From an optimization exercise on the open Yosys and OpenROAD flow, aimed at small area, a short achievable clock period and few clock cycles per item; shortcuts taken in it are not production practice.
The RTL was checked by simulation tests, not by an equivalence proof against the original design.

==> zinc: inputs <==
Design gaussian_bilinear_tap_weights, start of the top module:
module gaussian_bilinear_tap_weights #(
	parameter int TAP_PAIRS = 8
) (
	input  logic        clk,
	input  logic        arst_n,
	input  logic        start,
	output logic        busy,
	input  logic [15:0] sigma,
	output logic        strobe,
	output logic [2:0]  tap,
	output logic [15:0] weight,
	output logic [15:0] offset,
	output logic        bad_sigma,
	output logic        last
);
	logic        pend_q;
	logic [15:0] sig_q;
	logic        au_take;
	always_ff @(posedge clk or negedge arst_n) begin
		if (!arst_n) begin
			pend_q <= 1'b0;
		end else if (start && !pend_q) begin
			pend_q <= 1'b1;
		end else if (au_take) begin
			pend_q <= 1'b0;
		end
	end
	always_ff @(posedge clk) begin
		if (start && !pend_q) begin
			sig_q <= sigma;
		end
	end
	assign busy = pend_q;
	logic [1:0]  nif;          
	logic [1:0]  ntag;         
	logic [1:0]  wq;           
	logic [1:0]  wt;           
	logic [3:0]  ibad;         
	logic        w_start;
	logic        dv_busy, dv_done;
	logic [5:0]  dv_cnt;
	logic [23:0] sq_lo, sq_hi;
	logic [31:0] dv_s;
	logic [31:0] dv_f;
	logic [36:0] dv_c;
	logic        dv_bad, dv_big;
	logic [32:0] div_t2, div_d;
	logic        div_ge;
	assign au_take = pend_q && !dv_busy;
	assign div_t2  = {dv_f, 1'b0};
	assign div_d   = div_t2 - {1'b0, dv_s};
	assign div_ge  = !(div_t2 < {1'b0, dv_s});
	localparam logic [1:0] AU_IDLE = 2'd0;
	localparam logic [1:0] AU_PREP = 2'd2;
	localparam logic [1:0] AU_RUN  = 2'd3;
	logic [1:0]  au_st;
	logic [1:0]  au_tag;
	logic        au_bad;       
	logic        au_big;       
	logic [31:0] s_q;          
	logic [36:0] a_q;          
	logic [31:0] b_q;          
	logic [36:0] c_q;          
	logic [31:0] f_q;          
	logic [36:0] dq_q;         
	logic [31:0] dr_q;         
	logic        a_zero;       
	logic [3:0]  au_q;
	logic        au_rdy;
	logic        au_go;
	logic        e_load;
	logic [32:0] sb_sum, sf_sum;
	logic        sb_ge, sf_ge;
	logic [36:0] a_nxt, c_nxt;
	logic [31:0] b_nxt, f_nxt;
	logic [32:0] f2;
	logic        f2_ge;
	logic [36:0] a_p0, a_p1, c_p0, c_p1;
	assign au_go  = (au_st == AU_IDLE) && dv_done && (nif != 2'd3);
	assign au_rdy = (au_st == AU_RUN);
	logic [33:0] sb_d, sf_d;
	logic        z0, z1;
  ...
make LEC_CHECK=0 CAP_MARGIN=20 CORE_MARGIN=2 CORE_UTILIZATION=40 SLEW_MARGIN=20 finish   # period 12.0 ns
run.sh (not shown) runs the stock make flow with config.mk's settings and CLKGATE_MAP_FILE= SYNTH_SCRIPT=/design/flow/synth_recipe.tcl, a recipe that flattens the netlist after the stock synthesis.
==> onyx (differences from zinc) <==
--- a/flow/design.v
+++ b/flow/design.v
@@ -3357,11 +3357,11 @@
 	logic [1:0]  wt;           
 	logic [3:0]  ibad;         
 	logic        w_start;
 	logic        dv_busy, dv_done;
 	logic [5:0]  dv_cnt;
-	logic [23:0] sq_lo, sq_hi;
+	logic [19:0] sq [4];       
 	logic [31:0] dv_s;
 	logic [31:0] dv_f;
 	logic [36:0] dv_c;
 	logic        dv_bad, dv_big;
 	logic [32:0] div_t2, div_d;
@@ -3438,18 +3438,19 @@
 			end
 		end
 	end
 	always_ff @(posedge clk) begin
 		if (au_take) begin
-			sq_lo  <= 24'(sig_q[7:0]) * 24'(sig_q);
-			sq_hi  <= 24'(sig_q[15:8]) * 24'(sig_q);
+			for (int i = 0; i < 4; i++) begin
+				sq[i] <= 20'(sig_q[4*i +: 4]) * 20'(sig_q);
+			end
 			dv_bad <= (sig_q == '0);
 			dv_f   <= 32'd1024;
 			dv_c   <= '0;
 		end else if (dv_busy && !dv_done) begin
 			if (dv_cnt == 6'd37) begin
-				dv_s <= 32'(sq_lo) + {sq_hi, 8'd0};
+				dv_s <= 32'(sq[0]) + (32'(sq[1]) << 4) + (32'(sq[2]) << 8) + (32'(sq[3]) << 12);
 			end else if (dv_cnt == 6'd36) begin
 				dv_big <= (dv_s <= 32'd1024);
 			end else begin
 				dv_f <= div_ge ? div_d[31:0] : div_t2[31:0];
 				dv_c <= {dv_c[35:0], div_ge};
@@ -3516,22 +3517,23 @@
 	localparam int NE = 3;
 	logic [1:0]  sd;           
 	logic [NE-1:0] cand, okf, fdone, second, sdfree, anyfree;
 	logic [3:0]    di [NE];
 	logic [3:0]    qd [NE];
-	logic [30:0]   fv [NE];
+	logic [29:0]   fr [NE];    
+	logic [NE-1:0] fs;         
 	logic [1:0]    lowfree [NE];
 	logic [1:0]    le;         
 	logic [1:0]    ls;         
 	logic          lfree;
 	logic          inj;
 	logic        f1_v;
 	logic [3:0]  f1_q;
 	logic [3:0]  f1_k;
-	logic [30:0] f1_w;
+	logic [29:0] f1_r;
+	logic        f1_s;
 	localparam int NO = 3;     
-	logic [1:0]  f1_u;
 	logic [15:0] half;
 	logic        w_bank;
 	logic [NO-1:0] o_busy;
 	logic [1:0]  ofree;        
 	logic [3:0]  o_cnt [NO];
@@ -3539,18 +3541,29 @@
 	logic [12:0] o_low [NO];
 	logic [31:0] o_sum [NO];
 	logic [3:0]  o_idx [NO];
 	logic [33:0] o_t2 [NO];
 	logic [NO-1:0] o_ge;
+	logic        f1_sec;
+	logic        o_avail;
 	always_comb begin
 		ofree = '0;
 		for (int u = NO - 1; u >= 0; u--) begin
 			if (!o_busy[u]) begin
 				ofree = 2'(u);
 			end
 		end
 	end
+	assign f1_sec  = f1_v && half[f1_k];
+	always_comb begin
+		logic [1:0] nfree;
+		nfree = '0;
+		for (int u = 0; u < NO; u++) begin
+			nfree = nfree + 2'(!o_busy[u]);
+		end
+		o_avail = f1_sec ? (nfree >= 2'd2) : (nfree != 2'd0);
+	end
 	logic        w_busy;
 	logic [2:0]  w_idx;
 	logic [1:0]  fsel;         
 	logic        f_any;
 	always_ff @(posedge clk or negedge arst_n) begin
@@ -3585,16 +3598,15 @@
 		logic [15:0] bo1, bt1, bn1;
 		logic [34:0] m2v;
 		logic [17:0] mo2, mt2, mn2;
 		logic [3:0]  kb, kd;
 		logic [4:0]  nb, nd;
-		logic        fin, mrg;
+		logic        mrg;
 		logic [30:0] r1n;
 		logic [29:0] raw;
-		logic        ok_w;
+		logic        ok_w, okw_n;
 		logic        ld, ij;
-		logic [30:0] fw;
 		logic [1:0]  esb, esd;     
 		always_ff @(posedge clk or negedge arst_n) begin
 			if (!arst_n) begin
 				esb <= 2'd3;
 				esd <= 2'd1;
@@ -3649,21 +3661,46 @@
 			.gg  (hbg),
 			.gp  (hbp)
 		);
 		assign hbc = gbtw_pkg::gcarry(hbg_q, hbp_q);
 		assign t2  = hb0_q + hb1_q + 30'(hbc);
-		assign fin = ser[esd] ? (kd == 4'd2 && nd == 5'd0) : (nd <= 5'd2);
-		assign di[e]     = {tg[esd][0], qi[esd][3:1]};
-		assign qd[e]     = qi[esd];
-		assign cand[e]   = act[esd] && (fst[esd] ? skp[esd] : (hold[esd] || fin));
+		logic [1:0]  nsd;
+		logic        fin_n, cand_n, cand_r;
+		logic [3:0]  di_r, qd_r;
+		logic        lnsd;
+		assign nsd    = esd + 2'd1;
+		assign fin_n  = ser[nsd] ? (k_q[nsd] == 4'd2 && n_q[nsd] == 5'd0) : (n_q[nsd] <= 5'd2);
+		assign cand_n = act[nsd] && (fst[nsd] ? skp[nsd] : (hold[nsd] || fin_n));
+		assign lnsd   = ld && (ls == nsd);
+		always_ff @(posedge clk or negedge arst_n) begin
+			if (!arst_n) begin
+				cand_r <= 1'b0;
+			end else begin
+				cand_r <= lnsd ? (a_zero || au_q == 4'd0) : cand_n;
+			end
+		end
+		always_ff @(posedge clk) begin
+			di_r <= lnsd ? {au_tag[0], au_q[3:1]} : {tg[nsd][0], qi[nsd][3:1]};
+			qd_r <= lnsd ? au_q : qi[nsd];
+		end
+		assign di[e]     = di_r;
+		assign qd[e]     = qd_r;
+		assign cand[e]   = cand_r;
 		assign second[e] = half[di[e]] || (f1_v && f1_k == di[e]);
-		assign tgo       = tg[esd] - 2'd2;
-		assign ok_w      = (w_busy && wt == tgo) ? (w_idx > qi[esd][3:1]) : (wq != tgo);
-		assign okf[e]    = ok_w && (!second[e] || !(&o_busy));
+		assign tgo       = tg[esd + 2'd1] - 2'd2;
+		assign okw_n     = (w_busy && wt == tgo) ? (w_idx > qi[esd + 2'd1][3:1]) : (wq != tgo);
+		always_ff @(posedge clk or negedge arst_n) begin
+			if (!arst_n) begin
+				ok_w <= 1'b0;
+			end else begin
+				ok_w <= okw_n && !(ld && ls == esd + 2'd1);
+			end
+		end
+		assign okf[e]    = ok_w && (!second[e] || o_avail);
 		assign raw       = skp[esd] ? 30'd0 : t2;
-		assign fw        = ser[esd] ? (31'h4000_0000 - 31'(raw)) : 31'(raw);
-		assign fv[e]     = (qi[esd] == 4'd0) ? (fw >> 1) : fw;
+		assign fr[e]     = raw;
+		assign fs[e]     = ser[esd];
 		assign sdfree[e]  = !act[esd];
 		assign anyfree[e] = !(&act);
 		assign lowfree[e] = !act[0] ? 2'd0 : !act[1] ? 2'd1 : !act[2] ? 2'd2 : 2'd3;
 		always_comb begin
 			if (cand[e]) begin
@@ -3790,10 +3827,12 @@
 	assign inj    = e_load && (ls == sd) && !a_zero && (au_q != 4'd0);
 	logic [31:0] sum_mem [2*TAP_PAIRS];
 	logic [12:0] off_mem [2*TAP_PAIRS];
 	logic [34:0] acc_q [2];
 	logic [2:0]  pcnt [2];
+	logic        f3_v, f3_b;   
+	logic [31:0] f3_sum;
 	logic [1:0]  done;
 	logic [31:0] tot_q;
 	logic        w_bad;
 	logic [31:0] f1_wd;
 	logic        f2_v;
@@ -3802,11 +3841,14 @@
 	logic [31:0] f2_p, f2_w;     
 	logic        f2_odd;
 	logic [1:0]  f2_u;
 	logic        f2_zero;
 	logic        fb;
-	assign f1_wd = 32'(f1_w);
+	logic [30:0] f1_fw;
+	logic [13:0] f2_lo;
+	assign f1_fw = f1_s ? (31'h4000_0000 - 31'(f1_r)) : 31'(f1_r);
+	assign f1_wd = (f1_q == 4'd0) ? 32'(f1_fw >> 1) : 32'(f1_fw);
 	always_ff @(posedge clk or negedge arst_n) begin
 		if (!arst_n) begin
 			f1_v   <= 1'b0;
 			f2_v   <= 1'b0;
 			half   <= '0;
@@ -3815,11 +3857,11 @@
 			f1_v <= f_any;
 			f2_v <= f1_v && half[f1_k];
 			if (f1_v) begin
 				half[f1_k] <= !half[f1_k];
 			end
-			if (f_any && second[fsel]) begin
+			if (f1_sec) begin
 				o_busy[ofree] <= 1'b1;
 			end
 			for (int u = 0; u < NO; u++) begin
 				if ((f2_v && f2_zero && f2_u == u) || (o_cnt[u] == 4'd1)) begin
 					o_busy[u] <= 1'b0;
@@ -3829,31 +3871,33 @@
 	end
 	always_ff @(posedge clk) begin
 		if (f_any) begin
 			f1_q <= qd[fsel];
 			f1_k <= di[fsel];
-			f1_w <= fv[fsel];
-			f1_u <= ofree;
+			f1_r <= fr[fsel];
+			f1_s <= fs[fsel];
 		end
 		if (f1_v) begin
 			if (!half[f1_k]) begin
 				sum_mem[f1_k] <= f1_wd;
 			end
 			f2_k   <= f1_k;
 			f2_p   <= sum_mem[f1_k];
 			f2_w   <= f1_wd;
 			f2_odd <= f1_q[0];
-			f2_u   <= f1_u;
+			f2_u   <= ofree;
+			f2_zero <= (sum_mem[f1_k] == '0) && (f1_wd == '0);
 		end
 	end
 	assign f2_sum  = f2_p + f2_w;
 	assign f2_w1   = f2_odd ? f2_w : f2_p;
-	assign f2_zero = (f2_sum == '0);
+	assign f2_lo   = {1'b0, f2_p[12:0]} + {1'b0, f2_w[12:0]};
 	assign fb      = f2_k[3];
 	assign w_start = !w_busy && done[wq[0]];
 	always_ff @(posedge clk or negedge arst_n) begin
 		if (!arst_n) begin
+			f3_v     <= 1'b0;
 			pcnt[0]  <= '0;
 			pcnt[1]  <= '0;
 			acc_q[0] <= '0;
 			acc_q[1] <= '0;
 			done     <= '0;
@@ -3864,15 +3908,16 @@
 			if (w_start) begin
 				done[wq[0]]  <= 1'b0;
 				acc_q[wq[0]] <= '0;
 				wq           <= wq + 1'b1;
 			end
-			if (f2_v) begin
-				pcnt[fb]  <= pcnt[fb] + 1'b1;
-				acc_q[fb] <= acc_q[fb] + 35'(f2_sum);
-				if (pcnt[fb] == 3'd7) begin
-					done[fb] <= 1'b1;
+			f3_v <= f2_v;
+			if (f3_v) begin
+				pcnt[f3_b]  <= pcnt[f3_b] + 1'b1;
+				acc_q[f3_b] <= acc_q[f3_b] + 35'(f3_sum);
+				if (pcnt[f3_b] == 3'd7) begin
+					done[f3_b] <= 1'b1;
 				end
 			end
 			if (au_go) begin
 				ntag <= ntag + 1'b1;
 			end
@@ -3881,10 +3926,12 @@
 	end
 	always_ff @(posedge clk) begin
 		if (au_go) begin
 			ibad[ntag] <= dv_bad;
 		end
+		f3_b   <= fb;
+		f3_sum <= f2_sum;
 		if (f2_v) begin
 			sum_mem[f2_k] <= f2_sum;
 			if (f2_zero) begin
 				off_mem[f2_k] <= '0;
 			end
@@ -3901,21 +3948,23 @@
 		assign o_ge[g] = o_t2[g] >= {1'b0, o_sum[g], 1'b0};
 		always_ff @(posedge clk or negedge arst_n) begin
 			if (!arst_n) begin
 				o_cnt[g] <= '0;
 			end else if (f2_v && !f2_zero && f2_u == g) begin
-				o_cnt[g] <= 4'd13;
+				o_cnt[g] <= 4'd14;
 			end else if (o_cnt[g] != '0) begin
 				o_cnt[g] <= o_cnt[g] - 1'b1;
 			end
 		end
 		always_ff @(posedge clk) begin
 			if (f2_v && !f2_zero && f2_u == g) begin
-				o_rem[g] <= 33'(f2_w1) + 33'(f2_sum >> 13);
-				o_low[g] <= f2_sum[12:0];
+				o_rem[g] <= 33'(f2_w1);
+				o_low[g] <= f2_lo[12:0];
 				o_sum[g] <= f2_sum;
 				o_idx[g] <= f2_k;
+			end else if (o_cnt[g] == 4'd14) begin
+				o_rem[g] <= o_rem[g] + 33'(o_sum[g] >> 13);
 			end else if (o_cnt[g] != '0) begin
 				o_rem[g] <= o_ge[g] ? 33'(o_t2[g] - {1'b0, o_sum[g], 1'b0}) : o_t2[g][32:0];
 				o_low[g] <= {o_low[g][11:0], o_ge[g]};
 			end
 			if (o_cnt[g] == 4'd1) begin
==> raven (differences from zinc) <==
--- a/flow/design.v
+++ b/flow/design.v
@@ -3357,11 +3357,11 @@
 	logic [1:0]  wt;           
 	logic [3:0]  ibad;         
 	logic        w_start;
 	logic        dv_busy, dv_done;
 	logic [5:0]  dv_cnt;
-	logic [23:0] sq_lo, sq_hi;
+	logic [19:0] sq [4];       
 	logic [31:0] dv_s;
 	logic [31:0] dv_f;
 	logic [36:0] dv_c;
 	logic        dv_bad, dv_big;
 	logic [32:0] div_t2, div_d;
@@ -3438,18 +3438,19 @@
 			end
 		end
 	end
 	always_ff @(posedge clk) begin
 		if (au_take) begin
-			sq_lo  <= 24'(sig_q[7:0]) * 24'(sig_q);
-			sq_hi  <= 24'(sig_q[15:8]) * 24'(sig_q);
+			for (int i = 0; i < 4; i++) begin
+				sq[i] <= 20'(sig_q[4*i +: 4]) * 20'(sig_q);
+			end
 			dv_bad <= (sig_q == '0);
 			dv_f   <= 32'd1024;
 			dv_c   <= '0;
 		end else if (dv_busy && !dv_done) begin
 			if (dv_cnt == 6'd37) begin
-				dv_s <= 32'(sq_lo) + {sq_hi, 8'd0};
+				dv_s <= 32'(sq[0]) + (32'(sq[1]) << 4) + (32'(sq[2]) << 8) + (32'(sq[3]) << 12);
 			end else if (dv_cnt == 6'd36) begin
 				dv_big <= (dv_s <= 32'd1024);
 			end else begin
 				dv_f <= div_ge ? div_d[31:0] : div_t2[31:0];
 				dv_c <= {dv_c[35:0], div_ge};
@@ -3516,22 +3517,23 @@
 	localparam int NE = 3;
 	logic [1:0]  sd;           
 	logic [NE-1:0] cand, okf, fdone, second, sdfree, anyfree;
 	logic [3:0]    di [NE];
 	logic [3:0]    qd [NE];
-	logic [30:0]   fv [NE];
+	logic [29:0]   fr [NE];    
+	logic [NE-1:0] fs;         
 	logic [1:0]    lowfree [NE];
 	logic [1:0]    le;         
 	logic [1:0]    ls;         
 	logic          lfree;
 	logic          inj;
 	logic        f1_v;
 	logic [3:0]  f1_q;
 	logic [3:0]  f1_k;
-	logic [30:0] f1_w;
+	logic [29:0] f1_r;
+	logic        f1_s;
 	localparam int NO = 3;     
-	logic [1:0]  f1_u;
 	logic [15:0] half;
 	logic        w_bank;
 	logic [NO-1:0] o_busy;
 	logic [1:0]  ofree;        
 	logic [3:0]  o_cnt [NO];
@@ -3539,18 +3541,29 @@
 	logic [12:0] o_low [NO];
 	logic [31:0] o_sum [NO];
 	logic [3:0]  o_idx [NO];
 	logic [33:0] o_t2 [NO];
 	logic [NO-1:0] o_ge;
+	logic        f1_sec;
+	logic        o_avail;
 	always_comb begin
 		ofree = '0;
 		for (int u = NO - 1; u >= 0; u--) begin
 			if (!o_busy[u]) begin
 				ofree = 2'(u);
 			end
 		end
 	end
+	assign f1_sec  = f1_v && half[f1_k];
+	always_comb begin
+		logic [1:0] nfree;
+		nfree = '0;
+		for (int u = 0; u < NO; u++) begin
+			nfree = nfree + 2'(!o_busy[u]);
+		end
+		o_avail = f1_sec ? (nfree >= 2'd2) : (nfree != 2'd0);
+	end
 	logic        w_busy;
 	logic [2:0]  w_idx;
 	logic [1:0]  fsel;         
 	logic        f_any;
 	always_ff @(posedge clk or negedge arst_n) begin
@@ -3588,13 +3601,12 @@
 		logic [3:0]  kb, kd;
 		logic [4:0]  nb, nd;
 		logic        fin, mrg;
 		logic [30:0] r1n;
 		logic [29:0] raw;
-		logic        ok_w;
+		logic        ok_w, okw_n;
 		logic        ld, ij;
-		logic [30:0] fw;
 		logic [1:0]  esb, esd;     
 		always_ff @(posedge clk or negedge arst_n) begin
 			if (!arst_n) begin
 				esb <= 2'd3;
 				esd <= 2'd1;
@@ -3654,16 +3666,23 @@
 		assign fin = ser[esd] ? (kd == 4'd2 && nd == 5'd0) : (nd <= 5'd2);
 		assign di[e]     = {tg[esd][0], qi[esd][3:1]};
 		assign qd[e]     = qi[esd];
 		assign cand[e]   = act[esd] && (fst[esd] ? skp[esd] : (hold[esd] || fin));
 		assign second[e] = half[di[e]] || (f1_v && f1_k == di[e]);
-		assign tgo       = tg[esd] - 2'd2;
-		assign ok_w      = (w_busy && wt == tgo) ? (w_idx > qi[esd][3:1]) : (wq != tgo);
-		assign okf[e]    = ok_w && (!second[e] || !(&o_busy));
+		assign tgo       = tg[esd + 2'd1] - 2'd2;
+		assign okw_n     = (w_busy && wt == tgo) ? (w_idx > qi[esd + 2'd1][3:1]) : (wq != tgo);
+		always_ff @(posedge clk or negedge arst_n) begin
+			if (!arst_n) begin
+				ok_w <= 1'b0;
+			end else begin
+				ok_w <= okw_n && !(ld && ls == esd + 2'd1);
+			end
+		end
+		assign okf[e]    = ok_w && (!second[e] || o_avail);
 		assign raw       = skp[esd] ? 30'd0 : t2;
-		assign fw        = ser[esd] ? (31'h4000_0000 - 31'(raw)) : 31'(raw);
-		assign fv[e]     = (qi[esd] == 4'd0) ? (fw >> 1) : fw;
+		assign fr[e]     = raw;
+		assign fs[e]     = ser[esd];
 		assign sdfree[e]  = !act[esd];
 		assign anyfree[e] = !(&act);
 		assign lowfree[e] = !act[0] ? 2'd0 : !act[1] ? 2'd1 : !act[2] ? 2'd2 : 2'd3;
 		always_comb begin
 			if (cand[e]) begin
@@ -3802,11 +3821,14 @@
 	logic [31:0] f2_p, f2_w;     
 	logic        f2_odd;
 	logic [1:0]  f2_u;
 	logic        f2_zero;
 	logic        fb;
-	assign f1_wd = 32'(f1_w);
+	logic [30:0] f1_fw;
+	logic [13:0] f2_lo;
+	assign f1_fw = f1_s ? (31'h4000_0000 - 31'(f1_r)) : 31'(f1_r);
+	assign f1_wd = (f1_q == 4'd0) ? 32'(f1_fw >> 1) : 32'(f1_fw);
 	always_ff @(posedge clk or negedge arst_n) begin
 		if (!arst_n) begin
 			f1_v   <= 1'b0;
 			f2_v   <= 1'b0;
 			half   <= '0;
@@ -3815,11 +3837,11 @@
 			f1_v <= f_any;
 			f2_v <= f1_v && half[f1_k];
 			if (f1_v) begin
 				half[f1_k] <= !half[f1_k];
 			end
-			if (f_any && second[fsel]) begin
+			if (f1_sec) begin
 				o_busy[ofree] <= 1'b1;
 			end
 			for (int u = 0; u < NO; u++) begin
 				if ((f2_v && f2_zero && f2_u == u) || (o_cnt[u] == 4'd1)) begin
 					o_busy[u] <= 1'b0;
@@ -3829,27 +3851,28 @@
 	end
 	always_ff @(posedge clk) begin
 		if (f_any) begin
 			f1_q <= qd[fsel];
 			f1_k <= di[fsel];
-			f1_w <= fv[fsel];
-			f1_u <= ofree;
+			f1_r <= fr[fsel];
+			f1_s <= fs[fsel];
 		end
 		if (f1_v) begin
 			if (!half[f1_k]) begin
 				sum_mem[f1_k] <= f1_wd;
 			end
 			f2_k   <= f1_k;
 			f2_p   <= sum_mem[f1_k];
 			f2_w   <= f1_wd;
 			f2_odd <= f1_q[0];
-			f2_u   <= f1_u;
+			f2_u   <= ofree;
+			f2_zero <= (sum_mem[f1_k] == '0) && (f1_wd == '0);
 		end
 	end
 	assign f2_sum  = f2_p + f2_w;
 	assign f2_w1   = f2_odd ? f2_w : f2_p;
-	assign f2_zero = (f2_sum == '0);
+	assign f2_lo   = {1'b0, f2_p[12:0]} + {1'b0, f2_w[12:0]};
 	assign fb      = f2_k[3];
 	assign w_start = !w_busy && done[wq[0]];
 	always_ff @(posedge clk or negedge arst_n) begin
 		if (!arst_n) begin
 			pcnt[0]  <= '0;
@@ -3866,11 +3889,11 @@
 				acc_q[wq[0]] <= '0;
 				wq           <= wq + 1'b1;
 			end
 			if (f2_v) begin
 				pcnt[fb]  <= pcnt[fb] + 1'b1;
-				acc_q[fb] <= acc_q[fb] + 35'(f2_sum);
+				acc_q[fb] <= acc_q[fb] + 35'(f2_p) + 35'(f2_w);
 				if (pcnt[fb] == 3'd7) begin
 					done[fb] <= 1'b1;
 				end
 			end
 			if (au_go) begin
@@ -3908,12 +3931,12 @@
 				o_cnt[g] <= o_cnt[g] - 1'b1;
 			end
 		end
 		always_ff @(posedge clk) begin
 			if (f2_v && !f2_zero && f2_u == g) begin
-				o_rem[g] <= 33'(f2_w1) + 33'(f2_sum >> 13);
-				o_low[g] <= f2_sum[12:0];
+				o_rem[g] <= 33'(f2_w1) + 33'(f2_p >> 13) + 33'(f2_w >> 13) + 33'(f2_lo[13]);
+				o_low[g] <= f2_lo[12:0];
 				o_sum[g] <= f2_sum;
 				o_idx[g] <= f2_k;
 			end else if (o_cnt[g] != '0) begin
 				o_rem[g] <= o_ge[g] ? 33'(o_t2[g] - {1'b0, o_sum[g], 1'b0}) : o_t2[g][32:0];
 				o_low[g] <= {o_low[g][11:0], o_ge[g]};
==> notes <==
Via count, highest first: zinc, onyx, raven. The highest core utilization belongs to onyx, the lowest to zinc. Between onyx and raven, the lower synthesized cell count is in raven (gap 1.5%, measured against raven). Final cell count: raven is lower than zinc (1.3%). Between raven and zinc, the lower first-iteration DRC count is in zinc (gap about 3%, measured against zinc). Area after synthesis, highest first: onyx, zinc, raven. Cell area: onyx > zinc > raven. Sequential share of layout area, highest first: onyx, raven, zinc.
Testbench counts of zinc, summed over its fixed seeds: cycles 38,211, items 512.
Testbench counts of onyx, summed over its fixed seeds: cycles 38,318, items 512.
Testbench counts of raven, summed over its fixed seeds: cycles 38,242, items 512.

==> static timing again, ports no longer ideal <==
How much do the figures lean on ideal ports? The routed layouts below were timed once more, with nothing changed but the port constraints. Step 1: set_driving_cell puts a clkbuf_16 on clk and a buf_2 on each other input, an assumption about the parent block. Step 2 times the ports against the registers' clock, not the clock port: input delays grow and output delays shrink by t, the midpoint of the rising clock arrivals with the driver on. Slacks: ideal / step 1 / step 2; pairs: ideal / step 1.
| run | shift t [ns] | setup WS [ns] | latest minus earliest clock arrival (ns) | worst slew at a driven data input, ns |
|---|---|---|---|---|
| zinc | 1.240 | 4.285 / 4.285 / 4.285 | 0.144 / 0.143 | 0.05 |
| onyx | 1.225 | 5.769 / 5.769 / 5.769 | 0.165 / 0.166 | 0.11 |
| raven | 1.210 | 5.315 / 5.315 / 5.315 | 0.122 / 0.122 | 0.08 |
After both steps every run listed still meets setup and hold.
